Source: an optimization exercise on an open RTL-to-GDS flow (aim: small area, a short achievable clock period and few clock cycles per item). Production flows keep margins and buffers that such runs may drop.
Function was checked by simulation only, so behaviour that the tests miss may differ from the original.

==> flow/design.v <==
`timescale 1ns / 1ps
module epoch_seconds_to_date (
    input  logic        i_clk,
    input  logic        i_rst_n,
    input  logic        start,
    output logic        busy,
    input  logic [31:0] i_epoch_seconds,
    output logic        o_done,
    output logic [11:0] o_year,
    output logic [3:0]  o_month,
    output logic [4:0]  o_day,
    output logic [4:0]  o_hour,
    output logic [5:0]  o_minute,
    output logic [5:0]  o_second
);
    localparam logic [31:0] SKIP_2100 = 32'd4107542400;
    logic [24:0] q;
    logic [0:0]  skip;
    logic        lz_a;
    assign q    = i_epoch_seconds[31:7];
    assign skip = i_epoch_seconds >= SKIP_2100;
    logic a1;
    logic a2;
    logic a3;
    logic a4;
    logic a5;
    logic a6;
    logic a7;
    logic a8;
    logic a9;
    logic a10;
    logic a11;
    logic a12;
    logic a13;
    logic a14;
    logic a15;
    logic a16;
    logic a17;
    logic a18;
    logic a19;
    logic a20;
    logic a21;
    logic a22;
    logic a23;
    logic a24;
    logic a25;
    logic a26;
    logic a27;
    logic a28;
    logic a29;
    logic a30;
    logic a31;
    logic a32;
    logic a33;
    logic a34;
    logic a35;
    logic a36;
    logic a37;
    logic a38;
    logic a39;
    logic a40;
    logic a41;
    logic a42;
    logic a43;
    logic a44;
    logic a45;
    logic a46;
    logic a47;
    logic a48;
    logic a49;
    logic a50;
    logic a51;
    logic a52;
    logic a53;
    logic a54;
    logic a55;
    logic a56;
    logic a57;
    logic a58;
    logic a59;
    logic a60;
    logic a61;
    logic a62;
    logic a63;
    logic a64;
    logic a65;
    logic a66;
    logic a67;
    logic a68;
    logic a69;
    logic a70;
    logic a71;
    logic a72;
    logic a73;
    logic a74;
    logic a75;
    logic a76;
    logic a77;
    logic a78;
    logic a79;
    logic a80;
    logic a81;
    logic a82;
    logic a83;
    logic a84;
    logic a85;
    logic a86;
    logic a87;
    logic a88;
    logic a89;
    logic a90;
    logic a91;
    logic a92;
    logic a93;
    logic a94;
    logic a95;
    logic a96;
    logic a97;
    logic a98;
    logic a99;
    logic a100;
    logic a101;
    logic a102;
    logic a103;
    logic a104;
    logic a105;
    logic a106;
    logic a107;
    logic a108;
    logic a109;
    logic a110;
    logic a111;
    logic a112;
    logic a113;
    logic a114;
    logic a115;
    logic a116;
    logic a117;
    logic a118;
    logic a119;
    logic a120;
    logic a121;
    logic a122;
    logic a123;
    logic a124;
    logic a125;
    logic a126;
    logic a127;
    logic a128;
    logic a129;
    logic a130;
    logic a131;
    logic [18:0] dq_a, dq_b, dq_s;
    logic [15:0] dq;
    logic a132;
    logic a133;
    logic a134;
    logic a135;
    logic a136;
    logic a137;
    logic a138;
    logic a139;
    logic [8:0] n_yq_a, n_yq_b, n_yq_s;
    logic [7:0] n_yq;
    logic a140;
    logic a141;
    logic a142;
    logic a143;
    logic a144;
    logic a145;
    logic a146;
    logic a147;
    logic a148;
    logic a149;
    logic a150;
    logic a151;
    logic a152;
    logic a153;
    logic a154;
    logic a155;
    logic a156;
    logic a157;
    logic a158;
    logic a159;
    logic a160;
    logic a161;
    logic a162;
    logic a163;
    logic a164;
    logic a165;
    logic a166;
    logic a167;
    logic a168;
    logic a169;
    logic a170;
    logic a171;
    logic a172;
    logic a173;
    logic a174;
    logic a175;
    logic a176;
    logic a177;
    logic a178;
    logic a179;
    logic a180;
    logic a181;
    logic a182;
    logic a183;
    logic a184;
    logic a185;
    logic a186;
    logic a187;
    logic a188;
    logic a189;
    logic a190;
    logic a191;
    logic a192;
    logic a193;
    logic a194;
    logic a195;
    logic a196;
    logic a197;
    logic a198;
    logic a199;
    logic a200;
    logic a201;
    logic a202;
    logic a203;
    logic a204;
    logic a205;
    logic a206;
    logic a207;
    logic a208;
    logic a209;
    logic a210;
    logic a211;
    logic a212;
    logic a213;
    logic a214;
    logic a215;
    logic a216;
    logic a217;
    logic a218;
    logic a219;
    logic [10:0] n_rem0_a, n_rem0_b, n_rem0_s;
    logic [10:0] n_rem0;
    logic a220;
    logic a221;
    logic a222;
    logic a223;
    logic a224;
    logic a225;
    logic a226;
    logic a227;
    logic a228;
    logic a229;
    logic a230;
    logic a231;
    logic a232;
    logic a233;
    logic a234;
    logic a235;
    logic a236;
    logic a237;
    logic a238;
    logic a239;
    logic a240;
    logic a241;
    logic a242;
    logic a243;
    logic a244;
    logic a245;
    logic a246;
    logic a247;
    logic a248;
    logic a249;
    logic a250;
    logic a251;
    logic a252;
    logic a253;
    logic a254;
    logic a255;
    logic a256;
    logic a257;
    logic a258;
    logic a259;
    logic a260;
    logic a261;
    logic a262;
    logic a263;
    logic a264;
    logic a265;
    logic a266;
    logic a267;
    logic a268;
    logic a269;
    logic a270;
    logic a271;
    logic a272;
    logic a273;
    logic a274;
    logic a275;
    logic a276;
    logic a277;
    logic a278;
    logic a279;
    logic a280;
    logic a281;
    logic a282;
    logic a283;
    logic a284;
    logic a285;
    logic a286;
    logic a287;
    logic a288;
    logic a289;
    logic a290;
    logic a291;
    logic a292;
    logic a293;
    logic a294;
    logic a295;
    logic a296;
    logic a297;
    logic a298;
    logic a299;
    logic a300;
    logic a301;
    logic a302;
    logic a303;
    logic a304;
    logic a305;
    logic a306;
    logic a307;
    logic a308;
    logic a309;
    logic a310;
    logic a311;
    logic a312;
    logic a313;
    logic a314;
    logic a315;
    logic a316;
    logic a317;
    logic a318;
    logic a319;
    logic a320;
    logic a321;
    logic a322;
    logic a323;
    logic a324;
    logic a325;
    logic a326;
    logic [12:0] n_doy0_a, n_doy0_b, n_doy0_s;
    logic [9:0] n_doy0;
    logic a327;
    logic a328;
    logic a329;
    logic a330;
    logic a331;
    logic a332;
    logic a333;
    logic a334;
    logic a335;
    logic a336;
    logic a337;
    logic a338;
    logic a339;
    logic a340;
    logic a341;
    logic a342;
    logic a343;
    logic a344;
    logic a345;
    logic [11:0] n_doyb_a, n_doyb_b, n_doyb_s;
    logic [8:0] n_doyb;
    assign lz_a = n_yq[1:0] == 2'd0;
    esd_ha u_a1 (.a(q[19]), .b(q[16]), .s(a1), .co(a2));
    esd_ha u_a3 (.a(q[20]), .b(q[17]), .s(a3), .co(a4));
    esd_ha u_a5 (.a(q[21]), .b(q[18]), .s(a5), .co(a6));
    esd_ha u_a7 (.a(q[22]), .b(q[19]), .s(a7), .co(a8));
    esd_fa u_a9 (.a(q[21]), .b(q[18]), .c(q[8]), .s(a9), .co(a10));
    esd_fa u_a11 (.a(q[22]), .b(q[19]), .c(q[9]), .s(a11), .co(a12));
    esd_ha u_a13 (.a(q[17]), .b(q[14]), .s(a13), .co(a14));
    esd_fa u_a15 (.a(q[23]), .b(q[20]), .c(q[10]), .s(a15), .co(a16));
    esd_fa u_a17 (.a(q[18]), .b(q[15]), .c(q[8]), .s(a17), .co(a18));
    esd_ha u_a19 (.a(q[24]), .b(q[21]), .s(a19), .co(a20));
    assign a21 = ~q[11];
    esd_fa u_a22 (.a(a1), .b(q[9]), .c(a21), .s(a22), .co(a23));
    esd_ha u_a24 (.a(q[22]), .b(q[12]), .s(a24), .co(a25));
    esd_fa u_a26 (.a(a3), .b(q[10]), .c(a2), .s(a26), .co(a27));
    esd_ha u_a28 (.a(q[23]), .b(q[13]), .s(a28), .co(a29));
    esd_fa u_a30 (.a(a5), .b(q[11]), .c(a4), .s(a30), .co(a31));
    esd_ha u_a32 (.a(q[24]), .b(q[14]), .s(a32), .co(a33));
    esd_fa u_a34 (.a(a7), .b(q[12]), .c(a6), .s(a34), .co(a35));
    esd_fa u_a36 (.a(q[23]), .b(q[20]), .c(q[13]), .s(a36), .co(a37));
    assign a38 = a8 ^ q[15];
    assign a39 = a8 & ~q[15];
    esd_fa u_a40 (.a(q[24]), .b(q[21]), .c(q[14]), .s(a40), .co(a41));
    assign a42 = ~q[17];
    esd_fa u_a43 (.a(q[22]), .b(q[15]), .c(a42), .s(a43), .co(a44));
    esd_ha u_a45 (.a(q[23]), .b(q[16]), .s(a45), .co(a46));
    esd_ha u_a47 (.a(q[24]), .b(q[17]), .s(a47), .co(a48));
    esd_ha u_a49 (.a(q[16]), .b(q[13]), .s(a49), .co(a50));
    assign a51 = ~a11;
    esd_fa u_a52 (.a(a13), .b(q[7]), .c(a51), .s(a52), .co(a53));
    assign a54 = ~a15;
    esd_fa u_a55 (.a(a17), .b(a14), .c(a54), .s(a55), .co(a56));
    assign a57 = ~a19;
    esd_fa u_a58 (.a(a22), .b(a18), .c(a57), .s(a58), .co(a59));
    assign a60 = ~a24;
    esd_fa u_a61 (.a(a26), .b(a23), .c(a60), .s(a61), .co(a62));
    assign a63 = ~a28;
    esd_fa u_a64 (.a(a30), .b(a27), .c(a63), .s(a64), .co(a65));
    assign a66 = ~a32;
    esd_fa u_a67 (.a(a34), .b(a31), .c(a66), .s(a67), .co(a68));
    assign a69 = ~a38;
    esd_fa u_a70 (.a(a36), .b(a35), .c(a69), .s(a70), .co(a71));
    esd_fa u_a72 (.a(a40), .b(q[16]), .c(a37), .s(a72), .co(a73));
    assign a74 = a43 ^ a41;
    assign a75 = a43 | a41;
    assign a76 = ~q[18];
    esd_fa u_a77 (.a(a45), .b(a44), .c(a76), .s(a77), .co(a78));
    assign a79 = ~q[19];
    esd_fa u_a80 (.a(a47), .b(a46), .c(a79), .s(a80), .co(a81));
    assign a82 = ~q[20];
    esd_fa u_a83 (.a(q[18]), .b(a48), .c(a82), .s(a83), .co(a84));
    esd_ha u_a85 (.a(a49), .b(q[6]), .s(a85), .co(a86));
    assign a87 = ~a10;
    esd_fa u_a88 (.a(a52), .b(a50), .c(a87), .s(a88), .co(a89));
    assign a90 = ~a12;
    esd_fa u_a91 (.a(a55), .b(a53), .c(a90), .s(a91), .co(a92));
    assign a93 = ~a16;
    esd_fa u_a94 (.a(a58), .b(a56), .c(a93), .s(a94), .co(a95));
    assign a96 = ~a20;
    esd_fa u_a97 (.a(a61), .b(a59), .c(a96), .s(a97), .co(a98));
    assign a99 = ~a25;
    esd_fa u_a100 (.a(a64), .b(a62), .c(a99), .s(a100), .co(a101));
    assign a102 = ~a29;
    esd_fa u_a103 (.a(a67), .b(a65), .c(a102), .s(a103), .co(a104));
    assign a105 = ~a33;
    esd_fa u_a106 (.a(a70), .b(a68), .c(a105), .s(a106), .co(a107));
    esd_fa u_a108 (.a(a72), .b(a39), .c(a71), .s(a108), .co(a109));
    assign a110 = ~a73;
    esd_fa u_a111 (.a(a74), .b(q[16]), .c(a110), .s(a111), .co(a112));
    assign a113 = a77 ^ a75;
    assign a114 = a77 | a75;
    assign a115 = a80 ^ a78;
    assign a116 = a80 | a78;
    assign a117 = a83 ^ a81;
    assign a118 = a83 | a81;
    esd_fa u_a119 (.a(q[21]), .b(q[19]), .c(a84), .s(a119), .co(a120));
    assign a121 = ~q[21];
    esd_fa u_a122 (.a(q[22]), .b(q[20]), .c(a121), .s(a122), .co(a123));
    assign a124 = ~q[22];
    esd_fa u_a125 (.a(q[23]), .b(q[21]), .c(a124), .s(a125), .co(a126));
    assign a127 = ~q[23];
    esd_fa u_a128 (.a(q[24]), .b(q[22]), .c(a127), .s(a128), .co(a129));
    assign a130 = q[23] ^ q[24];
    assign a131 = q[23] & ~q[24];
    assign dq_a = {~q[24], ~a130, a128, a125, a122, a119, ~a117, ~a115, ~a113, ~a111, a108, a106, a103, a100, a97, a94, a91, a88, a85};
    assign dq_b = {a131, a129, a126, a123, a120, a118, a116, a114, ~a112, a109, a107, a104, a101, a98, a95, a92, a89, a86, ~a9};
    assign dq_s = dq_a + dq_b;
    assign dq = dq_s[18:3];
    esd_ha u_a132 (.a(q[21]), .b(q[17]), .s(a132), .co(a133));
    esd_ha u_a134 (.a(q[22]), .b(q[18]), .s(a134), .co(a135));
    assign a136 = q[23] ^ q[19];
    assign a137 = q[23] | q[19];
    esd_ha u_a138 (.a(q[24]), .b(q[20]), .s(a138), .co(a139));
    assign n_yq_a = {1'b0, q[24], q[23], q[22], q[21], a138, ~a136, a134, a132};
    assign n_yq_b = {1'b0, 1'b0, 1'b0, 1'b0, a139, a137, a135, a133, 1'b1};
    assign n_yq_s = n_yq_a + n_yq_b;
    assign n_yq = n_yq_s[8:1];
    assign a140 = dq[9] ^ dq[8];
    assign a141 = dq[9] | dq[8];
    assign a142 = dq[10] ^ dq[9];
    assign a143 = dq[10] | dq[9];
    assign a144 = dq[5] ^ dq[4];
    assign a145 = dq[5] | dq[4];
    assign a146 = dq[6] ^ dq[5];
    assign a147 = dq[6] | dq[5];
    esd_ha u_a148 (.a(dq[7]), .b(dq[6]), .s(a148), .co(a149));
    assign a150 = dq[2] ^ dq[0];
    assign a151 = dq[2] | dq[0];
    esd_fa u_a152 (.a(dq[8]), .b(dq[7]), .c(dq[3]), .s(a152), .co(a153));
    assign a154 = q[8] ^ dq[1];
    assign a155 = q[8] & ~dq[1];
    esd_ha u_a156 (.a(dq[4]), .b(dq[2]), .s(a156), .co(a157));
    assign a158 = ~dq[0];
    esd_fa u_a159 (.a(a140), .b(q[9]), .c(a158), .s(a159), .co(a160));
    esd_fa u_a161 (.a(dq[5]), .b(dq[3]), .c(dq[1]), .s(a161), .co(a162));
    assign a163 = ~a141;
    esd_fa u_a164 (.a(a142), .b(q[10]), .c(a163), .s(a164), .co(a165));
    assign a166 = dq[1] ^ dq[0];
    assign a167 = dq[1] | dq[0];
    assign a168 = dq[2] ^ dq[1];
    assign a169 = dq[2] | dq[1];
    assign a170 = dq[3] ^ dq[2];
    assign a171 = dq[3] | dq[2];
    assign a172 = dq[4] ^ dq[3];
    assign a173 = dq[4] | dq[3];
    assign a174 = ~dq[0];
    esd_fa u_a175 (.a(a144), .b(q[5]), .c(a174), .s(a175), .co(a176));
    assign a177 = ~dq[1];
    esd_fa u_a178 (.a(a146), .b(q[6]), .c(a177), .s(a178), .co(a179));
    assign a180 = ~a148;
    esd_fa u_a181 (.a(a150), .b(q[7]), .c(a180), .s(a181), .co(a182));
    esd_fa u_a183 (.a(a152), .b(a154), .c(a149), .s(a183), .co(a184));
    assign a185 = ~a156;
    esd_fa u_a186 (.a(a159), .b(a155), .c(a185), .s(a186), .co(a187));
    assign a188 = ~a161;
    esd_fa u_a189 (.a(a164), .b(a160), .c(a188), .s(a189), .co(a190));
    assign a191 = a166 ^ q[1];
    assign a192 = a166 | q[1];
    assign a193 = ~a167;
    esd_fa u_a194 (.a(a168), .b(q[2]), .c(a193), .s(a194), .co(a195));
    assign a196 = ~a169;
    esd_fa u_a197 (.a(a170), .b(q[3]), .c(a196), .s(a197), .co(a198));
    assign a199 = ~a171;
    esd_fa u_a200 (.a(a172), .b(q[4]), .c(a199), .s(a200), .co(a201));
    assign a202 = ~a175;
    esd_ha u_a203 (.a(a173), .b(a202), .s(a203), .co(a204));
    assign a205 = ~a145;
    esd_fa u_a206 (.a(a178), .b(a176), .c(a205), .s(a206), .co(a207));
    assign a208 = ~a147;
    esd_fa u_a209 (.a(a181), .b(a179), .c(a208), .s(a209), .co(a210));
    assign a211 = ~a182;
    esd_fa u_a212 (.a(a183), .b(a151), .c(a211), .s(a212), .co(a213));
    assign a214 = ~a186;
    esd_fa u_a215 (.a(a153), .b(a184), .c(a214), .s(a215), .co(a216));
    assign a217 = ~a157;
    esd_fa u_a218 (.a(a189), .b(a187), .c(a217), .s(a218), .co(a219));
    assign n_rem0_a = {a218, ~a215, ~a212, a209, a206, ~a203, a200, a197, a194, ~a191, dq[0]};
    assign n_rem0_b = {~a216, ~a213, a210, a207, ~a204, a201, a198, a195, a192, ~dq[0], q[0]};
    assign n_rem0_s = n_rem0_a + n_rem0_b;
    assign n_rem0 = n_rem0_s[10:0];
    esd_ha u_a220 (.a(n_yq[3]), .b(n_yq[1]), .s(a220), .co(a221));
    esd_ha u_a222 (.a(n_yq[4]), .b(n_yq[2]), .s(a222), .co(a223));
    esd_ha u_a224 (.a(n_yq[5]), .b(n_yq[3]), .s(a224), .co(a225));
    esd_ha u_a226 (.a(n_yq[6]), .b(n_yq[4]), .s(a226), .co(a227));
    esd_fa u_a228 (.a(n_yq[7]), .b(n_yq[5]), .c(n_yq[2]), .s(a228), .co(a229));
    assign a230 = n_yq[0] ^ n_yq[2];
    assign a231 = n_yq[0] | n_yq[2];
    esd_ha u_a232 (.a(n_yq[2]), .b(n_yq[0]), .s(a232), .co(a233));
    esd_ha u_a234 (.a(n_yq[5]), .b(n_yq[7]), .s(a234), .co(a235));
    assign a236 = ~n_yq[6];
    esd_fa u_a237 (.a(a222), .b(a221), .c(a236), .s(a237), .co(a238));
    esd_fa u_a239 (.a(a224), .b(n_yq[0]), .c(a223), .s(a239), .co(a240));
    esd_fa u_a241 (.a(a226), .b(n_yq[1]), .c(a225), .s(a241), .co(a242));
    assign a243 = ~n_yq[0];
    esd_fa u_a244 (.a(a228), .b(a227), .c(a243), .s(a244), .co(a245));
    esd_ha u_a246 (.a(a230), .b(skip[0]), .s(a246), .co(a247));
    esd_fa u_a248 (.a(n_yq[1]), .b(n_yq[3]), .c(a231), .s(a248), .co(a249));
    assign a250 = ~n_yq[0];
    esd_fa u_a251 (.a(n_yq[2]), .b(n_yq[4]), .c(a250), .s(a251), .co(a252));
    assign a253 = ~n_yq[1];
    esd_fa u_a254 (.a(n_yq[3]), .b(n_yq[5]), .c(a253), .s(a254), .co(a255));
    assign a256 = ~a232;
    esd_fa u_a257 (.a(n_yq[4]), .b(n_yq[6]), .c(a256), .s(a257), .co(a258));
    assign a259 = ~a234;
    esd_fa u_a260 (.a(a220), .b(a233), .c(a259), .s(a260), .co(a261));
    assign a262 = ~a237;
    esd_ha u_a263 (.a(a235), .b(a262), .s(a263), .co(a264));
    assign a265 = ~n_yq[7];
    esd_fa u_a266 (.a(a239), .b(a238), .c(a265), .s(a266), .co(a267));
    assign a268 = a241 ^ a240;
    assign a269 = a241 | a240;
    assign a270 = a244 ^ a242;
    assign a271 = a244 | a242;
    esd_ha u_a272 (.a(a94), .b(a92), .s(a272), .co(a273));
    esd_fa u_a274 (.a(a97), .b(a95), .c(a247), .s(a274), .co(a275));
    assign a276 = ~a251;
    esd_fa u_a277 (.a(a100), .b(a98), .c(a276), .s(a277), .co(a278));
    assign a279 = ~a254;
    esd_fa u_a280 (.a(a103), .b(a101), .c(a279), .s(a280), .co(a281));
    assign a282 = ~a257;
    esd_fa u_a283 (.a(a106), .b(a104), .c(a282), .s(a283), .co(a284));
    esd_fa u_a285 (.a(a108), .b(a107), .c(a260), .s(a285), .co(a286));
    assign a287 = ~a111;
    esd_fa u_a288 (.a(a109), .b(a261), .c(a287), .s(a288), .co(a289));
    esd_fa u_a290 (.a(a113), .b(a112), .c(a264), .s(a290), .co(a291));
    assign a292 = ~a115;
    esd_fa u_a293 (.a(a114), .b(a267), .c(a292), .s(a293), .co(a294));
    assign a295 = ~a117;
    esd_fa u_a296 (.a(a116), .b(a269), .c(a295), .s(a296), .co(a297));
    esd_ha u_a298 (.a(a272), .b(a246), .s(a298), .co(a299));
    assign a300 = ~a248;
    esd_fa u_a301 (.a(a274), .b(a273), .c(a300), .s(a301), .co(a302));
    assign a303 = ~a249;
    esd_fa u_a304 (.a(a277), .b(a275), .c(a303), .s(a304), .co(a305));
    assign a306 = ~a252;
    esd_fa u_a307 (.a(a280), .b(a278), .c(a306), .s(a307), .co(a308));
    assign a309 = ~a255;
    esd_fa u_a310 (.a(a283), .b(a281), .c(a309), .s(a310), .co(a311));
    assign a312 = ~a258;
    esd_fa u_a313 (.a(a285), .b(a284), .c(a312), .s(a313), .co(a314));
    assign a315 = ~a263;
    esd_fa u_a316 (.a(a288), .b(a286), .c(a315), .s(a316), .co(a317));
    assign a318 = ~a290;
    esd_fa u_a319 (.a(a266), .b(a289), .c(a318), .s(a319), .co(a320));
    assign a321 = ~a293;
    esd_fa u_a322 (.a(a268), .b(a291), .c(a321), .s(a322), .co(a323));
    assign a324 = ~a270;
    esd_fa u_a325 (.a(a296), .b(a294), .c(a324), .s(a325), .co(a326));
    assign n_doy0_a = {a325, ~a322, a319, a316, a313, a310, a307, a304, a301, a298, a91, a88, a85};
    assign n_doy0_b = {~a323, a320, a317, a314, a311, a308, a305, a302, a299, 1'b1, a89, a86, ~a9};
    assign n_doy0_s = n_doy0_a + n_doy0_b;
    assign n_doy0 = n_doy0_s[12:3];
    esd_ha u_a327 (.a(a298), .b(lz_a), .s(a327), .co(a328));
    esd_fa u_a329 (.a(a301), .b(a299), .c(a328), .s(a329), .co(a330));
    assign a331 = a304 ^ a302;
    assign a332 = a304 | a302;
    assign a333 = a307 ^ a305;
    assign a334 = a307 | a305;
    esd_ha u_a335 (.a(a310), .b(a308), .s(a335), .co(a336));
    assign a337 = a313 ^ a311;
    assign a338 = a313 | a311;
    assign a339 = a316 ^ a314;
    assign a340 = a316 | a314;
    esd_ha u_a341 (.a(a319), .b(a317), .s(a341), .co(a342));
    assign a343 = ~a320;
    esd_ha u_a344 (.a(a322), .b(a343), .s(a344), .co(a345));
    assign n_doyb_a = {~a344, a341, ~a339, ~a337, a335, ~a333, ~a331, a329, 1'b0, a91, a88, a85};
    assign n_doyb_b = {a342, a340, a338, a336, a334, a332, a330, 1'b1, a327, a89, a86, ~a9};
    assign n_doyb_s = n_doyb_a + n_doyb_b;
    assign n_doyb = n_doyb_s[11:3];
    logic        r_vld;
    logic [10:0] r_rem0;
    logic [9:0]  r_doy0;
    logic [8:0]  r_doyb;
    logic [7:0]  r_yq;
    logic [6:0]  r_s7;        
    always_ff @(posedge i_clk) begin
        if (!i_rst_n) r_vld <= 1'b0;
        else          r_vld <= start;
    end
    always_ff @(posedge i_clk) begin
        r_rem0 <= n_rem0;
        r_doy0 <= n_doy0;
        r_doyb <= n_doyb;
        r_yq   <= n_yq;
        r_s7   <= i_epoch_seconds[6:0];
    end
    logic        negr;
    logic        negy;
    logic        lz;
    logic        wrap;
    logic [8:0]  base;
    logic [8:0]  doy;         
    logic [3:0]  mp;          
    logic [8:0]  mstart;
    logic        jf;          
    logic [11:0] year_m1, year_0, year_p1;
    assign negr = r_rem0[10];
    assign negy = r_doy0[9];
    assign lz   = r_yq[1:0] == 2'd0;
    assign base = negy ? r_doyb : r_doy0[8:0];
    assign wrap = negr && (base == 9'd0);
    assign doy  = wrap ? 9'd364 + 9'(lz) : base - 9'(negr);
    assign year_m1 = 12'd1967 + 12'(r_yq);
    assign year_0  = 12'd1968 + 12'(r_yq);
    assign year_p1 = 12'd1969 + 12'(r_yq);
    always_comb begin
        mp = 4'd0;
        if (doy >= 9'd31)  mp = 4'd1;
        if (doy >= 9'd61)  mp = 4'd2;
        if (doy >= 9'd92)  mp = 4'd3;
        if (doy >= 9'd122) mp = 4'd4;
        if (doy >= 9'd153) mp = 4'd5;
        if (doy >= 9'd184) mp = 4'd6;
        if (doy >= 9'd214) mp = 4'd7;
        if (doy >= 9'd245) mp = 4'd8;
        if (doy >= 9'd275) mp = 4'd9;
        if (doy >= 9'd306) mp = 4'd10;
        if (doy >= 9'd337) mp = 4'd11;
        case (mp)
            4'd0:    mstart = 9'd0;
            4'd1:    mstart = 9'd31;
            4'd2:    mstart = 9'd61;
            4'd3:    mstart = 9'd92;
            4'd4:    mstart = 9'd122;
            4'd5:    mstart = 9'd153;
            4'd6:    mstart = 9'd184;
            4'd7:    mstart = 9'd214;
            4'd8:    mstart = 9'd245;
            4'd9:    mstart = 9'd275;
            4'd10:   mstart = 9'd306;
            default: mstart = 9'd337;
        endcase
    end
    logic [13:0] u;
    logic [15:0] x;
    logic w1;
    logic w2;
    logic w3;
    logic w4;
    logic w5;
    logic w6;
    logic w7;
    logic w8;
    logic w9;
    logic w10;
    logic w11;
    logic w12;
    logic w13;
    logic w14;
    logic w15;
    logic w16;
    logic w17;
    logic w18;
    logic w19;
    logic w20;
    logic w21;
    logic w22;
    logic w23;
    logic w24;
    logic w25;
    logic w26;
    logic w27;
    logic w28;
    logic w29;
    logic w30;
    logic w31;
    logic w32;
    logic w33;
    logic w34;
    logic w35;
    logic w36;
    logic w37;
    logic w38;
    logic w39;
    logic w40;
    logic w41;
    logic w42;
    logic w43;
    logic w44;
    logic w45;
    logic w46;
    logic w47;
    logic w48;
    logic w49;
    logic w50;
    logic w51;
    logic w52;
    logic w53;
    logic w54;
    logic w55;
    logic w56;
    logic w57;
    logic w58;
    logic w59;
    logic w60;
    logic w61;
    logic w62;
    logic w63;
    logic w64;
    logic w65;
    logic w66;
    logic w67;
    logic w68;
    logic w69;
    logic w70;
    logic w71;
    logic w72;
    logic w73;
    logic w74;
    logic w75;
    logic [13:0] h0_a, h0_b, h0_s;
    logic [4:0] h0;
    logic w76;
    logic w77;
    logic w78;
    logic w79;
    logic w80;
    logic w81;
    logic w82;
    logic w83;
    logic w84;
    logic w85;
    logic w86;
    logic w87;
    logic w88;
    logic w89;
    logic w90;
    logic w91;
    logic w92;
    logic w93;
    logic w94;
    logic w95;
    logic w96;
    logic w97;
    logic w98;
    logic w99;
    logic w100;
    logic w101;
    logic w102;
    logic w103;
    logic w104;
    logic w105;
    logic w106;
    logic w107;
    logic w108;
    logic w109;
    logic w110;
    logic w111;
    logic w112;
    logic w113;
    logic w114;
    logic w115;
    logic w116;
    logic w117;
    logic w118;
    logic w119;
    logic w120;
    logic w121;
    logic w122;
    logic w123;
    logic w124;
    logic w125;
    logic w126;
    logic w127;
    logic w128;
    logic w129;
    logic w130;
    logic w131;
    logic w132;
    logic w133;
    logic w134;
    logic w135;
    logic w136;
    logic w137;
    logic w138;
    logic w139;
    logic w140;
    logic w141;
    logic w142;
    logic [11:0] mt0_a, mt0_b, mt0_s;
    logic [5:0] mt0;
    assign u = {r_rem0, r_s7[6:4]};
    assign x = {r_rem0, r_s7[6:2]};
    esd_ha u_w1 (.a(u[9]), .b(u[7]), .s(w1), .co(w2));
    esd_fa u_w3 (.a(u[10]), .b(u[8]), .c(u[7]), .s(w3), .co(w4));
    esd_ha u_w5 (.a(u[3]), .b(u[0]), .s(w5), .co(w6));
    esd_fa u_w7 (.a(u[11]), .b(u[9]), .c(u[8]), .s(w7), .co(w8));
    esd_ha u_w9 (.a(u[4]), .b(u[1]), .s(w9), .co(w10));
    esd_fa u_w11 (.a(u[12]), .b(u[10]), .c(u[9]), .s(w11), .co(w12));
    esd_ha u_w13 (.a(u[5]), .b(u[2]), .s(w13), .co(w14));
    esd_fa u_w15 (.a(u[11]), .b(u[10]), .c(u[6]), .s(w15), .co(w16));
    assign w17 = ~u[3];
    esd_ha u_w18 (.a(u[13]), .b(w17), .s(w18), .co(w19));
    esd_fa u_w20 (.a(u[12]), .b(u[11]), .c(u[7]), .s(w20), .co(w21));
    esd_fa u_w22 (.a(u[12]), .b(u[8]), .c(u[5]), .s(w22), .co(w23));
    esd_ha u_w24 (.a(w1), .b(u[6]), .s(w24), .co(w25));
    esd_fa u_w26 (.a(w3), .b(w5), .c(w2), .s(w26), .co(w27));
    esd_fa u_w28 (.a(w7), .b(w9), .c(w4), .s(w28), .co(w29));
    esd_fa u_w30 (.a(w11), .b(w13), .c(w8), .s(w30), .co(w31));
    esd_fa u_w32 (.a(w15), .b(w12), .c(w14), .s(w32), .co(w33));
    assign w34 = ~u[4];
    esd_fa u_w35 (.a(w20), .b(w16), .c(w34), .s(w35), .co(w36));
    esd_fa u_w37 (.a(w22), .b(w21), .c(u[4]), .s(w37), .co(w38));
    esd_fa u_w39 (.a(u[9]), .b(u[6]), .c(w23), .s(w39), .co(w40));
    esd_ha u_w41 (.a(u[10]), .b(u[7]), .s(w41), .co(w42));
    esd_ha u_w43 (.a(u[11]), .b(u[8]), .s(w43), .co(w44));
    esd_ha u_w45 (.a(u[12]), .b(u[9]), .s(w45), .co(w46));
    esd_ha u_w47 (.a(w24), .b(u[2]), .s(w47), .co(w48));
    assign w49 = w26 ^ w25;
    assign w50 = w26 | w25;
    esd_fa u_w51 (.a(w28), .b(w6), .c(w27), .s(w51), .co(w52));
    esd_fa u_w53 (.a(w30), .b(w10), .c(w29), .s(w53), .co(w54));
    assign w55 = ~w18;
    esd_fa u_w56 (.a(w32), .b(w31), .c(w55), .s(w56), .co(w57));
    assign w58 = ~w19;
    esd_fa u_w59 (.a(w35), .b(w33), .c(w58), .s(w59), .co(w60));
    assign w61 = ~u[13];
    esd_fa u_w62 (.a(w37), .b(w36), .c(w61), .s(w62), .co(w63));
    assign w64 = ~u[13];
    esd_fa u_w65 (.a(w39), .b(w38), .c(w64), .s(w65), .co(w66));
    assign w67 = w41 ^ w40;
    assign w68 = w41 | w40;
    assign w69 = w43 ^ w42;
    assign w70 = w43 | w42;
    assign w71 = w45 ^ w44;
    assign w72 = w45 | w44;
    assign w73 = ~u[13];
    esd_fa u_w74 (.a(u[10]), .b(w46), .c(w73), .s(w74), .co(w75));
    assign h0_a = {~u[12], ~u[11], w74, ~w71, ~w69, ~w67, w65, w62, w59, w56, w53, w51, ~w49, w47};
    assign h0_b = {u[11], w75, w72, w70, w68, w66, w63, w60, w57, w54, w52, w50, w48, ~u[13]};
    assign h0_s = h0_a + h0_b;
    assign h0 = h0_s[13:9];
    esd_ha u_w76 (.a(x[11]), .b(x[7]), .s(w76), .co(w77));
    esd_ha u_w78 (.a(x[12]), .b(x[8]), .s(w78), .co(w79));
    esd_ha u_w80 (.a(x[13]), .b(x[9]), .s(w80), .co(w81));
    esd_ha u_w82 (.a(x[14]), .b(x[10]), .s(w82), .co(w83));
    esd_fa u_w84 (.a(x[11]), .b(x[7]), .c(x[3]), .s(w84), .co(w85));
    esd_ha u_w86 (.a(x[12]), .b(x[8]), .s(w86), .co(w87));
    esd_ha u_w88 (.a(x[13]), .b(x[9]), .s(w88), .co(w89));
    esd_ha u_w90 (.a(x[14]), .b(x[10]), .s(w90), .co(w91));
    esd_ha u_w92 (.a(x[14]), .b(x[10]), .s(w92), .co(w93));
    assign w94 = ~x[15];
    esd_fa u_w95 (.a(w76), .b(x[3]), .c(w94), .s(w95), .co(w96));
    esd_fa u_w97 (.a(w78), .b(x[4]), .c(x[0]), .s(w97), .co(w98));
    esd_fa u_w99 (.a(w80), .b(x[5]), .c(x[1]), .s(w99), .co(w100));
    esd_fa u_w101 (.a(w82), .b(x[6]), .c(x[2]), .s(w101), .co(w102));
    assign w103 = ~x[15];
    esd_fa u_w104 (.a(w84), .b(w83), .c(w103), .s(w104), .co(w105));
    esd_fa u_w106 (.a(w86), .b(x[4]), .c(w85), .s(w106), .co(w107));
    esd_fa u_w108 (.a(w88), .b(x[5]), .c(w87), .s(w108), .co(w109));
    esd_fa u_w110 (.a(w90), .b(x[6]), .c(w89), .s(w110), .co(w111));
    esd_fa u_w112 (.a(x[11]), .b(x[7]), .c(w91), .s(w112), .co(w113));
    esd_ha u_w114 (.a(x[12]), .b(x[8]), .s(w114), .co(w115));
    esd_ha u_w116 (.a(x[13]), .b(x[9]), .s(w116), .co(w117));
    esd_ha u_w118 (.a(w92), .b(x[6]), .s(w118), .co(w119));
    assign w120 = w95 ^ w93;
    assign w121 = w95 | w93;
    esd_fa u_w122 (.a(w97), .b(w77), .c(w96), .s(w122), .co(w123));
    esd_fa u_w124 (.a(w99), .b(w79), .c(w98), .s(w124), .co(w125));
    esd_fa u_w126 (.a(w101), .b(w81), .c(w100), .s(w126), .co(w127));
    assign w128 = w104 ^ w102;
    assign w129 = w104 | w102;
    assign w130 = w106 ^ w105;
    assign w131 = w106 | w105;
    assign w132 = w108 ^ w107;
    assign w133 = w108 | w107;
    assign w134 = w110 ^ w109;
    assign w135 = w110 | w109;
    assign w136 = ~x[15];
    esd_fa u_w137 (.a(w112), .b(w111), .c(w136), .s(w137), .co(w138));
    assign w139 = w114 ^ w113;
    assign w140 = w114 | w113;
    assign w141 = w116 ^ w115;
    assign w142 = w116 | w115;
    assign mt0_a = {~w141, ~w139, w137, ~w134, ~w132, ~w130, ~w128, w126, w124, w122, ~w120, w118};
    assign mt0_b = {w140, w138, w135, w133, w131, w129, w127, w125, w123, w121, w119, x[2]};
    assign mt0_s = mt0_a + mt0_b;
    assign mt0 = mt0_s[11:6];
    assign busy     = 1'b0;
    assign o_done   = r_vld;
    assign jf       = doy >= 9'd306;
    assign o_year   = (jf == (negy || wrap)) ? year_0 : (jf ? year_p1 : year_m1);
    assign o_month  = jf ? mp - 4'd9 : mp + 4'd3;
    assign o_day    = 5'(doy) - 5'(mstart) + 5'd1;
    assign o_hour   = h0 + (negr ? 5'd24 : 5'd0);
    assign o_minute = mt0 + {h0[3:0], 2'b00};
    assign o_second = {x[3:0] + mt0[3:0], r_s7[1:0]};
endmodule
module esd_fa (
    input  logic a,
    input  logic b,
    input  logic c,
    output logic s,
    output logic co
);
    assign s  = a ^ b ^ c;
    assign co = (a & b) | (a & c) | (b & c);
endmodule
module esd_ha (
    input  logic a,
    input  logic b,
    output logic s,
    output logic co
);
    assign s  = a ^ b;
    assign co = a & b;
endmodule
==> flow/run.sh <==
#!/bin/bash
# synth_recipe.tcl (not shown) runs the flow's synth.tcl, then flattens the netlist and writes it again
# the make line also repeats each setting of config.mk as NAME=value (left out here)
make -C /OpenROAD-flow-scripts/flow DESIGN_CONFIG=/design/flow/config.mk WORK_HOME=/design/flow/orfs CLKGATE_MAP_FILE= SYNTH_SCRIPT=/design/flow/synth_recipe.tcl finish
==> flow/config.mk <==
export PLATFORM = sky130hd
export DESIGN_NAME = epoch_seconds_to_date
export DESIGN_NICKNAME = epoch_seconds_to_date
export VERILOG_FILES = /design/flow/design.v
export SDC_FILE = /design/flow/constraint.sdc
export NUM_CORES = 4
export LEC_CHECK = 0
export CAP_MARGIN = 20
export CORE_MARGIN = 2
export CORE_UTILIZATION = 40
export SLEW_MARGIN = 20
export SYNTH_HIERARCHICAL = 1
==> flow/constraint.sdc <==
create_clock -name core_clock -period 20.0 [get_ports {i_clk}]
set_input_delay 4.0000 -clock core_clock [delete_from_list [all_inputs] [get_ports {i_clk}]]
set_output_delay 4.0000 -clock core_clock [all_outputs]
set_load 0.01 [all_outputs]
==> impl_metrics.ini, run 1 <==
[detailed_routing]
ant_nets = 0
vias = 6502
wl_mm = 18.50
drc = 0
route.detailed.wl_per_inst_um = 14.09
vias_per_cell = 4.952
drt-pass1-iter-count = 4
drt_iter0_markers = 150

[cells_and_area]
final_nets = 1358
drive_above_1_share_pct = 2.724
multi_input_area_um2 = 7387
syn_to_final_growth_pct = 13.30
nFillCells = 2210
fin_cells = 1313
diodes = 0
final_area_um2 = 10260
seqCellArea_um2 = 920.9

[synth]
synthArstFlopShare_pct = 0
synth_edf_count = 0
synth.avg_cell_area_um2 = 9.509
synthFlopType = dfxtp_1
netlist-cell-type-count = 73
syn_area_um2 = 9052
syn_nets = 1283
syn_inst = 952
synth_seq_cells = 46
yosysSeqAreaShare_pct = 10.17
yosys_warnings = 7

[clocking]
clock_path_buffers = 2
htree_levels = 2
cts-resized-gates = 0
cts_sinks = 46
ctsHoldBuffers = 0
numCtsBuffers = 5
clkSlewWorstSetupHoldPaths_ns = 0.07
cts-root-buf = clkbuf_16
postCtsSetupRepairBufs = 0
cts_tree = built

[sta]
hold_violations = 0
drv_slew = 0
period_minus_slack_ns = 11.62
fmax_mhz = 86.02
maxSlewHeadroom_pct = 37.88
setup_viol_count_final = 0
tns_ns = 0
worst_slew_pin_slew_ns = 0.9286
min_period_over_period_pct = 58.12
rsz0062_at_grt = false

[floorplanning]
initial_utilization_pct = 40.35
core_area_um2 = 22430
die_height_um = 154.4
rows = 55
die_area_um2 = 23850
die_w_um = 154.4
io_pins = 75

[place]
dp_hpwl_mm = 16.09
placed_cell_area_um2 = 10100
place_congestion = 0.8688
dp_cells = 1305
portBuffers = 73

[job]
maxCapViolations = 0

[worst_setup_path]
arrival_ns = 11.79
required_ns = 20.16
end_kind = flop
startpoint_type = primary input
crit_type = in2reg
critPathMaxFanout = 10

[global_routing]
grt_overflow = 0
antenna_found_initial = 0
grt_usage_pct = 16.38
grt_pass1_vias = 6659
grt_pass1_wl_mm = 32.27
grt_max_degree = 25

[worst_hold_path]
hp-class = in2reg
holdPathStages = 1

[status]
status = finished clean
-- routing by layer --
layer | GRT usage [%] | part of all wire (%)
met1 | 22.45 | 49
met2 | 28.70 | 47
met3 | 0.8686 | 2.1
met4 | 3.616 | 1.5
met5 | 0 | 0
-- final timing paths --
kind | start | endpoint | slack [ns]
worst max-delay path | i_epoch_seconds[29] | r_rem0[10] | 8.38
worst min-delay path | i_epoch_seconds[3] | r_s7[3] | 4.14
-- registers in the layout, indices dropped and copies added, names as in the netlist --
signal  count
r_rem0     11
r_yq        8
r_s7        7
r_vld       1
r_doyb      9
r_doy0     10
-- Yosys stat by module, one instance, submodules excluded --
module / flops+latches / times used
epoch_seconds_to_date: 46 / 1
esd_ha: 0 / 54
esd_fa: 0 / 114
-- cell usage in the layout (no fill, tap or decap), types with 5 or more instances in the layout --
master,synthesis,layout
clkbuf_16,0,5
nor2_1,56,56
dfxtp_1,46,46
and2_1,7,7
or2_2,5,5
xnor2_1,51,51
o21bai_1,5,5
or3_1,6,6
and3_1,6,6
fa_1,120,120
a31oi_1,6,6
nand2_1,30,30
a21oi_1,31,31
clkdlybuf4s50_1,0,73
nor3_1,23,23
inv_1,185,185
o21ai_0,25,25
a21o_1,13,13
nand3_1,10,10
xor2_1,18,18
nand2b_1,5,5
ha_1,176,176
o21a_1,15,15
mux2i_1,13,13
-- cells by family after synthesis --
group	share of synthesized area [%]
flops	10.17
xor+xnor	7.229
simple gates	10.34
mux	1.811
buf+inv	8.224
fa+ha+maj	50.86
compound gates	11.32
other cells	0.04143
-- metrics by stage --
step / setup WS [ns] / util [%] / hold slack, ns
floorplan: 9.396 / - / 4.028
global placement: 8.222 / 45.04 / 4.452
detailed placement: 8.065 / 45.04 / 4.452
CTS: 8.367 / 45.72 / 4.132
global route: 7.697 / 45.72 / 4.146
finish: 8.375 / 45.72 / 4.144
-- critical path, cell delays in order --
cell	delay [ns]
clkdlybuf4s50_1	0.68
fa_1	0.64
inv_1	0.05
fa_1	0.46
fa_1	0.43
ha_1	0.32
a21oi_1	0.37
a21boi_0	0.26
o31a_1	0.32
o41ai_1	0.50
o21ai_0	0.34
nor2_1	0.19
xnor2_1	0.19
inv_1	0.08
ha_1	0.30
fa_1	0.51
fa_1	0.55
inv_1	0.05
fa_1	0.47
inv_1	0.04
ha_1	0.33
and3_1	0.16
a2111oi_0	0.38
o211ai_1	0.16
-- synth_stat cells, drive strengths merged (10+ instances only) --
| library cell | number | share of area, % |
|---|---|---|
| xor2 | 18 | 1.7 |
| nor3 | 23 | 1.3 |
| fa | 120 | 27 |
| mux2i | 13 | 1.4 |
| dfxtp | 46 | 10 |
| ha | 176 | 24 |
| nand3 | 10 | 0.55 |
| o21ai | 27 | 1.5 |
| a21o | 13 | 1.1 |
| nand2 | 30 | 1.2 |
| o21a | 15 | 1.2 |
| nor2 | 56 | 2.3 |
| inv | 186 | 7.7 |
| a21oi | 31 | 1.7 |
| xnor2 | 52 | 5.2 |
-- area by class of cell --
cell class                      instances  area share (%)
Sequential cell                        46           8.979
Timing Repair Buffer                   74           7.198
Inverter                              186           6.832
Clock inverter                          3          0.2684
Clock buffer                            5           1.220
Tap cell                              285           3.477
Multi-Input combinational cell        714           72.03
Testbench counts, summed over its fixed seeds: cycles 3,208, items 3,200.
==> run 2: changes to the inputs <==
==> flow/flow/run.sh (new file) <==
#!/bin/bash
# Standard layout, with the ports buffered by buf_2 cells and timing repair
# aiming for a larger setup slack.
set -e
cp standard.sh standard.sh.log
export BUFFER_PORTS_ARGS="-buffer_cell sky130_fd_sc_hd__buf_2"
export SETUP_SLACK_MARGIN=9.3
bash standard.sh > standard_run.log 2>&1
==> flow/standard.sh (new file) <==
#!/bin/bash
# synth_recipe.tcl (not shown) runs the flow's synth.tcl, then flattens the netlist and writes it again
# the make line also repeats each setting of config.mk as NAME=value (left out here)
make -C /OpenROAD-flow-scripts/flow DESIGN_CONFIG=/design/flow/config.mk WORK_HOME=/design/flow/orfs CLKGATE_MAP_FILE= SYNTH_SCRIPT=/design/flow/synth_recipe.tcl "${@:-finish}"
removed: flow/run.sh
==> run 2 against run 1 <==
Net effect:
- synthesized cell count did not move
- highest routed layer unchanged
- sequential share of layout area rose by 0.25 points
- global-route usage fell by 0.29 points
- area after synthesis did not move
- critical path type unchanged
==> impl_metrics.ini, run 2 <==
[sta]
period_minus_slack_ns = 10.40
min_period_over_period_pct = 51.99
setup_slack_ns = 9.603
hold_violations = 0
setup_viol_count_final = 0
drv_slew = 0
fmax_mhz = 96.18
rsz0062_at_grt = false
tns_ns = 0
maxSlewHeadroom_pct = 41.86
worst_slew_pin_slew_ns = 0.8692
hold_ws_ns = 3.805

[job]
maxCapViolations = 0

[detailed_routing]
route.detailed.wl_per_inst_um = 14.14
ant_nets = 0
drt-pass1-iter-count = 4
vias = 6486
wl_mm = 18.61
drc = 0
vias_per_cell = 4.929
drt_iter0_markers = 164

[cells_and_area]
final_nets = 1361
diodes = 0
drive_above_1_share_pct = 11.35
top_register = r_rem0
final_cell_mix = inv_1 (185), ha_1 (175), fa_1 (120)
largest_register_ffs = 11
reg.largest.list = r_rem0 (11), r_doy0 (10), r_doyb (9)
layout_commonest_cell = inv_1
syn_to_final_growth_pct = 10.63

[clocking]
clkSlewWorstSetupHoldPaths_ns = 0.07
cts-root-buf = clkbuf_16
htree_levels = 2
cts_tree = built
cts_sinks = 46
numCtsBuffers = 5
clock_path_buffers = 2

[synth]
synth.avg_cell_area_um2 = 9.509
synthArstFlopShare_pct = 0
synth_edf_count = 0
yosys_warnings = 7
synth.top_cell.area_share_pct = 26.54
yosysTopAreaCell = fa_1
ys_top_cells_by_area = fa_1 (27%), ha_1 (24%), dfxtp_1 (10%)
syn_area_um2 = 9052
synth_most_common_cell = inv_1
syn_nets = 1283
synth_seq_cells = 46
netlist-cell-type-count = 73
syn_inst = 952
synth.top_cells.by_count = inv_1 (185), ha_1 (176), fa_1 (120)
yosysSeqAreaShare_pct = 10.17
synthFlopType = dfxtp_1

[floorplanning]
die_height_um = 154.4
core_area_um2 = 22430
rows = 55
die_area_um2 = 23850
io_pins = 75
initial_utilization_pct = 40.35
die_w_um = 154.4

[worst_setup_path]
crit_type = in2reg
critPathMaxFanout = 6
slowest_stage = fa_1
arrival_ns = 10.56
startpoint_type = primary input
worst_path_most_repeated_cell = fa_1
endpoint = r_rem0[10]
startpoint = i_epoch_seconds[23]
end_kind = flop
path_cells = buf_2 > ha_4 > fa_1 > fa_1 > fa_1 > ha_1 > a21boi_1 > o31a_1 > o41ai_4 > o21ai_2 > o21ai_1 > nand2b_1 > xnor2_1 > ha_1 > fa_1 > fa_1 > inv_1 > fa_1 > inv_1 > ha_1 > and3_1 > a2111oi_2 > o211ai_1
required_ns = 20.16
max_stage_delay_ns = 0.58

[place]
post-place-ws_ns = 8.610
dp_hpwl_mm = 16.15
portBuffers = 73
place_congestion = 0.8630

[worst_hold_path]
hp-class = in2reg

[status]
status = finished clean

[global_routing]
grt_pass1_vias = 6591
grt_overflow = 0
grt_max_degree = 25
antenna_found_initial = 0
grt_usage_pct = 16.09
grt_pass1_wl_mm = 31.63
-- run 2: cell count changes in the layout (fill, tap and decap cells not counted), sizes merged --
cell	previous run	this run
clkbuf	5	6
buf	1	76
clkdlybuf4s50	73	0
-- run 2: repair_timing --
action | in CTS | in global routing
setup endpoints to repair | 3 | 3
gates resized for setup | 6 | 16
hold buffers | 0 | 0
setup buffers | 0 | 4
pin swaps | 0 | 5
-- run 2: per-layer routing --
layer  track usage (%)  up-vias  part of all wire, %
met3            0.9526       13                  1.7
met5                 0        -                    0
met4             3.439        0                  1.2
li1                  -     3343                    -
met2             28.10       84                   48
met1             22.09     3046                   49
-- run 2: how the worst min path moves through the flow --
| stage | start | end | slack [ns] | depth (start not counted) |
|---|---|---|---|---|
| global route | i_epoch_seconds[5] | r_s7[5] | 3.79 | 1 |
| CTS | i_epoch_seconds[2] | r_s7[2] | 3.79 | 1 |
| floorplan | i_epoch_seconds[0] | r_s7[0] | 4.03 | 0 |
| global placement | i_epoch_seconds[1] | r_s7[1] | 4.11 | 1 |
| detailed placement | i_epoch_seconds[1] | r_s7[1] | 4.11 | 1 |
| finish | i_epoch_seconds[2] | r_s7[2] | 3.80 | 1 |
-- run 2: metrics by stage --
stage | cell area (µm²) | utilization [%] | instances
after floorplan | 9052 | - | 952
after global placement | 9731 | 43.37 | 1304
after detailed placement | 9731 | 43.37 | 1304
after CTS | 9908 | 44.17 | 1312
after global routing | 10010 | 44.64 | 1316
final | 10010 | 44.64 | 1316
-- run 2: per-module statistics from Yosys, one instance, submodules excluded --
module	flops+latches	area (µm²)	times used	cells inside
epoch_seconds_to_date	46	6095	1	784
esd_fa	0	20.02	114	1
esd_ha	0	12.51	54	1
-- run 2: worst max-delay path: cells and delay by family --
family / cells / cell delay (ns)
AO/OA/AOI/OAI: 7 / 1.62
XOR/XNOR: 1 / 0.13
adder cells (fa/ha/maj): 10 / 4.26
buffers and inverters: 3 / 0.29
AND/OR/NAND/NOR: 2 / 0.25
-- run 2: area by class of cell --
cell class / count / area, µm²
multi-input combinational: 714 / 7482
fill: 2218 / 12420
timing repair buffer: 77 / 397.9
sequential: 46 / 924.6
clock inverter: 3 / 27.53
clock buffer: 5 / 125.1
tap: 285 / 356.6
inverter: 186 / 700.7
-- run 2: cell families after synthesis --
family                   share of synthesized area [%]
adder cells (fa/ha/maj)                          50.86
buffers and inverters                            8.224
AND/OR/NAND/NOR                                  10.34
AO/OA/AOI/OAI                                    11.32
XOR/XNOR                                         7.229
flip-flops                                       10.17
multiplexers                                     1.811
other                                          0.04143
==> run 3: changes to the inputs <==
--- a/flow/flow/run.sh
+++ b/flow/flow/run.sh
@@ -4,5 +4,5 @@
 set -e
 cp standard.sh standard.sh.log
 export BUFFER_PORTS_ARGS="-buffer_cell sky130_fd_sc_hd__buf_2"
-export SETUP_SLACK_MARGIN=9.3
+export SETUP_SLACK_MARGIN=10.0
 bash standard.sh > standard_run.log 2>&1
==> run 3 against run 2 <==
Net effect:
- final cell count rose by 1.4%
- highest routed layer unchanged
- still clean on timing, DRC and antenna
- routed wire length rose by 3.2%
- clock-buffer cell count did not move
==> impl_metrics.ini, run 3 <==
[place]
place_congestion = 0.8407
dp_hpwl_mm = 16.14
dp_cells = 1304
portBuffers = 73

[cells_and_area]
drive_above_1_share_pct = 15.14
diodes = 0
final_nets = 1380
fin_cells = 1335
syn_to_final_growth_pct = 15.19
top_register = r_rem0
largest_register_ffs = 11
final_cell_mix = inv_1 (182), ha_1 (164), fa_1 (119)
layout_commonest_cell = inv_1
reg.largest.list = r_rem0 (11), r_doy0 (10), r_doyb (9)
fin_util_pct = 46.48

[synth]
synth_edf_count = 0
syn_area_um2 = 9052
synthFlopType = dfxtp_1
netlist-cell-type-count = 73
synth.top_cells.by_count = inv_1 (185), ha_1 (176), fa_1 (120)
syn_nets = 1283
yosysTopAreaCell = fa_1
synth.top_cell.area_share_pct = 26.54
synth_seq_cells = 46
ys_top_cells_by_area = fa_1 (27%), ha_1 (24%), dfxtp_1 (10%)
syn_inst = 952
synth_most_common_cell = inv_1
synthArstFlopShare_pct = 0
yosys_warnings = 7
synth.avg_cell_area_um2 = 9.509
yosysSeqAreaShare_pct = 10.17

[sta]
fmax_mhz = 99.88
setup_viol_count_final = 0
worst_slew_pin_slew_ns = 0.8922
rsz0062_at_grt = true
hold_violations = 0
period_minus_slack_ns = 10.01
tns_ns = 0
drv_slew = 0
maxSlewHeadroom_pct = 40.32
min_period_over_period_pct = 50.06

[floorplanning]
die_w_um = 154.4
initial_utilization_pct = 40.35
rows = 55
io_pins = 75
die_height_um = 154.4
die_area_um2 = 23850
core_area_um2 = 22430

[global_routing]
antenna_found_initial = 0
grt_pass1_vias = 6735
grt_overflow = 0
grt_usage_pct = 16.45
grt_pass1_wl_mm = 32.43
grt_max_degree = 19

[clocking]
clkSlewWorstSetupHoldPaths_ns = 0.07
htree_levels = 2
cts_sinks = 46
cts_tree = built
ctsHoldBuffers = 0
clock_path_buffers = 2
numCtsBuffers = 5
cts-root-buf = clkbuf_16

[status]
status = finished clean

[detailed_routing]
ant_nets = 0
wl_mm = 19.21
vias_per_cell = 4.982
drt_iter0_markers = 212
route.detailed.wl_per_inst_um = 14.39
drt-pass1-iter-count = 4
drc = 0
vias = 6651

[worst_hold_path]
hp-class = in2reg
holdPathStages = 1
min_from = i_epoch_seconds[1]
hold_end = r_s7[1]

[worst_setup_path]
crit_type = in2reg
startpoint_type = primary input
end_kind = flop
critPathMaxFanout = 6
required_ns = 20.16
arrival_ns = 10.18

[job]
maxCapViolations = 0
[run 3: cell counts after synthesis]
Identical to the previous run, type by type.
[run 3: repair_timing]
| action | 4_1_cts | 5_1_grt |
|---|---|---|
| cloned | 0 | 0 |
| gates resized for setup | 10 | 48 |
| setup endpoints to repair | 5 | 5 |
| setup buffers | 6 | 17 |
| pin swaps | 6 | 22 |
[run 3: final cells by class]
type	count	area, µm²
timing repair buffer	96	585.6
inverter	186	700.7
clock inverter	3	27.53
clock buffer	5	125.1
fill	2183	12010
multi-input combinational	714	7707
sequential	46	924.6
tap	285	356.6
[run 3: cells by family (layout without fill, tap and decap cells)]
| kind of cell | after synthesis | count (layout) | share of synthesized area (%) |
|---|---|---|---|
| buf+inv | 192 | 290 | 8.224 |
| mux | 16 | 16 | 1.811 |
| simple gates | 181 | 181 | 10.34 |
| flops | 46 | 46 | 10.17 |
| other cells | 1 | 1 | 0.04143 |
| fa+ha+maj | 296 | 296 | 50.86 |
| compound gates | 149 | 149 | 11.32 |
| xor+xnor | 71 | 71 | 7.229 |
[run 3: routing by layer]
metal | wire [µm] | vias up | part of all wire [%] | GRT usage [%]
li1 | - | 3383 | - | -
met1 | 9353 | 3164 | 49 | 22.78
met2 | 9294 | 88 | 48 | 28.55
met3 | 362 | 16 | 1.9 | 0.7565
met4 | 201 | 0 | 1.0 | 3.792
met5 | 0 | - | 0 | 0
[run 3: metrics by stage]
| stage | hold WS [ns] | worst slack (ns) | instance area [µm²] |
|---|---|---|---|
| CTS | 3.802 | 10.01 | 10080 |
| global route | 3.799 | 9.753 | 10430 |
| floorplan | 4.028 | 10.01 | 9156 |
| detailed placement | 4.105 | 9.308 | 9834 |
| finish | 3.808 | 9.988 | 10430 |
| global placement | 4.104 | 9.342 | 9834 |
[run 3: modules after synthesis, one instance, submodules excluded]
| module | flops+latches | copies in the design |
|---|---|---|
| epoch_seconds_to_date | 46 | 1 |
| esd_fa | 0 | 114 |
| esd_ha | 0 | 54 |
[run 3: worst max-delay path by stage]
| stage | from | endpoint | slack [ns] | depth (start not counted) |
|---|---|---|---|---|
| final | i_epoch_seconds[26] | r_rem0[10] | 9.99 | 23 |
| after global routing | r_doy0[9] | o_day[4] | 9.75 | 22 |
| after CTS | r_doy0[9] | o_day[4] | 10.01 | 22 |
| after detailed placement | r_doy0[9] | o_day[4] | 9.31 | 23 |
| after global placement | r_doy0[9] | o_day[4] | 9.34 | 23 |
| after floorplan | i_epoch_seconds[30] | r_rem0[10] | 10.01 | 23 |
[run 3: critical path: stages]
cell and delay [ns]:
buf_8 0.12, ha_4 0.23, fa_1 0.46, fa_1 0.51, fa_1 0.62, ha_4 0.22
a21boi_4 0.14, o31a_1 0.29, o41ai_4 0.39, o21ai_4 0.14, o21ai_2 0.13, nand2b_1 0.10
xnor2_2 0.21, ha_4 0.23, fa_1 0.49, fa_1 0.49, inv_1 0.04, fa_1 0.49
inv_2 0.05, ha_4 0.22, and3_4 0.15, a2111oi_4 0.31, o211ai_1 0.13
==> run 4: changes to the inputs <==
==> flow/flow/run.sh (replaced) <==
#!/bin/bash
# Standard layout, with the ports buffered by buf_2 cells instead of the
# cell buffer_ports picks by default.
set -e
cp standard.sh standard.sh.log
export BUFFER_PORTS_ARGS="-buffer_cell sky130_fd_sc_hd__buf_2"
bash standard.sh > standard_run.log 2>&1
==> run 4 against run 3 <==
Net effect:
- still clean on timing, DRC and antenna
- critical path depth grew 1
- utilization shrank 2.4 points
- via count shrank 2.8%
- first-iteration DRC count shrank 24%
- cell area shrank 5.2%
- routed wire length shrank 3.9%
- area after synthesis is the same
- flip-flop and latch count is the same
- worst setup slack lost 1.2 ns
- largest cell class unchanged
==> impl_metrics.ini, run 4 <==
[clocking]
htree_levels = 2
postCtsSetupRepairBufs = 0
numCtsBuffers = 5
clkSlewWorstSetupHoldPaths_ns = 0.07
cts_tree = built
cts-root-buf = clkbuf_16
ctsHoldBuffers = 0
cts_sinks = 46
cts-resized-gates = 0
clock_path_buffers = 2

[global_routing]
grt_pass1_wl_mm = 31.56
grt_max_degree = 25
grt_overflow = 0
grt_usage_pct = 16.06
grt_pass1_vias = 6571
antenna_found_initial = 0

[detailed_routing]
vias = 6467
drc = 0
wl_mm = 18.46
ant_nets = 0
drt_iter0_markers = 161
drt-pass1-iter-count = 4
route.detailed.wl_per_inst_um = 14.07
vias_per_cell = 4.929

[floorplanning]
die_height_um = 154.4
rows = 55
core_area_um2 = 22430
die_area_um2 = 23850
die_w_um = 154.4
initial_utilization_pct = 40.35
io_pins = 75

[worst_setup_path]
max_stage_delay_ns = 0.56
required_ns = 20.16
critPathTopFamily = adder cells
path_cells = buf_2 > fa_1 > inv_1 > fa_1 > fa_1 > ha_1 > a21oi_1 > a21boi_0 > o31a_1 > o41ai_1 > o21ai_0 > o21ai_0 > nand2b_1 > xnor2_1 > ha_1 > fa_1 > fa_1 > inv_1 > fa_1 > inv_1 > ha_1 > and3_1 > a2111oi_0 > o211ai_1
worst_path_most_repeated_cell = fa_1
critPathMaxFanout = 9
slowest_stage = fa_1
end_kind = flop
crit_type = in2reg
path_buf_inv = 4
cp_num_cells = 24
startpoint_type = primary input
arrival_ns = 11.34

[synth]
yosysSeqAreaShare_pct = 10.17
netlist-cell-type-count = 73
synth_edf_count = 0
synth.top_cell.area_share_pct = 26.54
synth_most_common_cell = inv_1
syn_area_um2 = 9052
yosysTopAreaCell = fa_1
synthFlopType = dfxtp_1
syn_nets = 1283
synthArstFlopShare_pct = 0
synth.avg_cell_area_um2 = 9.509
synth.top_cells.by_count = inv_1 (185), ha_1 (176), fa_1 (120)
yosys_warnings = 7
syn_inst = 952
ys_top_cells_by_area = fa_1 (27%), ha_1 (24%), dfxtp_1 (10%)
synth_seq_cells = 46

[place]
dp_cells = 1304
placed_cell_area_um2 = 9731
portBuffers = 73
dp_hpwl_mm = 16.15
place_congestion = 0.8630

[cells_and_area]
final_nets = 1357
fin_cells = 1312
layout_commonest_cell = inv_1
reg.largest.list = r_rem0 (11), r_doy0 (10), r_doyb (9)
syn_to_final_growth_pct = 9.178
top_register = r_rem0
nFillCells = 2226
diodes = 0
largest_register_ffs = 11
drive_above_1_share_pct = 9.737
fin_util_pct = 44.05
final_area_um2 = 9883
final_cell_mix = inv_1 (185), ha_1 (176), fa_1 (120)

[sta]
period_minus_slack_ns = 11.18
rsz0062_at_grt = false
drv_slew = 0
hold_violations = 0
maxSlewHeadroom_pct = 42.35
setup_viol_count_final = 0
worst_slew_pin_slew_ns = 0.8619
fmax_mhz = 89.46
min_period_over_period_pct = 55.89
tns_ns = 0

[worst_hold_path]
hp-class = in2reg
holdPathStages = 1

[status]
status = finished clean

[job]
maxCapViolations = 0
==> run 4: layout make-up <==
cell class,count,area [µm²],area share (%)
inverter,186,700.7,7.090
timing repair buffer,73,365.4,3.697
clock inverter,3,27.53,0.2785
sequential,46,920.9,9.318
multi-input combinational,714,7387,74.74
tap,285,356.6,3.608
clock buffer,5,125.1,1.266
==> run 4: worst paths after layout <==
check | from | end | slack (ns)
worst max-delay path | i_epoch_seconds[30] | r_rem0[10] | 8.82
worst min-delay path | i_epoch_seconds[2] | r_s7[2] | 3.81
==> run 4: layer usage <==
metal	GRT usage, %	share of wire [%]
met1	22.07	49
met3	0.9526	2.0
met5	0	0
met2	28.02	47
met4	3.439	1.2
==> run 4: cells by family after synthesis <==
kind of cell / Yosys count / share of synthesized area (%)
other: 1 / 0.04143
and+or+nand+nor: 181 / 10.34
adders and majority gates: 296 / 50.86
xor gates and xnor gates: 71 / 7.229
muxes: 16 / 1.811
AOI/OAI and AO/OA: 149 / 11.32
buffers and inverters: 192 / 8.224
DFF: 46 / 10.17
==> run 4: through the flow <==
step | setup slack, ns | hold WS [ns]
2_1_floorplan | 9.396 | 4.028
3_3_place_gp | 8.791 | 4.106
3_5_place_dp | 8.610 | 4.107
4_1_cts | 8.876 | 3.794
5_1_grt | 8.335 | 3.793
6_report | 8.822 | 3.805
==> run 4: modules after synthesis (local to each module, per instance) <==
module,cell area (µm²),flip-flops and latches,cells
esd_ha,12.51,0,1
epoch_seconds_to_date,6095,46,784
esd_fa,20.02,0,1

[afterwards: timing with drivers on the ports]
No port has a modelled driver above. Below, the same layouts with a new extraction and two added sets of constraints.
Step 1 sets driving cells, clkbuf_16 on the clock port and buf_2 on the other inputs (assumed; they add their load-dependent delay and slew).
Step 2 moves the port delays by t, midway between the first and last clock arrival at a register: inputs arrive t later, outputs are due t later. That takes back most of the time a late clock gives input paths.
Slacks: ideal ports / drivers / drivers and shift; pairs: ideal ports / drivers.
run | t, ns | setup slack, ns | worst register clock-pin slew, ns
run 1 | 0.329 | 8.375 / 8.390 / 8.061 | 0.07 / 0.07
run 2 | 0.332 | 9.603 / 9.620 / 9.288 | 0.07 / 0.07
run 3 | 0.322 | 9.988 / 9.983 / 9.661 | 0.07 / 0.07
run 4 | 0.332 | 8.822 / 8.843 / 8.511 | 0.07 / 0.07
After both steps every run listed still meets setup and hold. For run 3, which loses most, drivers alone change the setup slack by -0.005 ns; drivers and shift together by -0.327 ns.
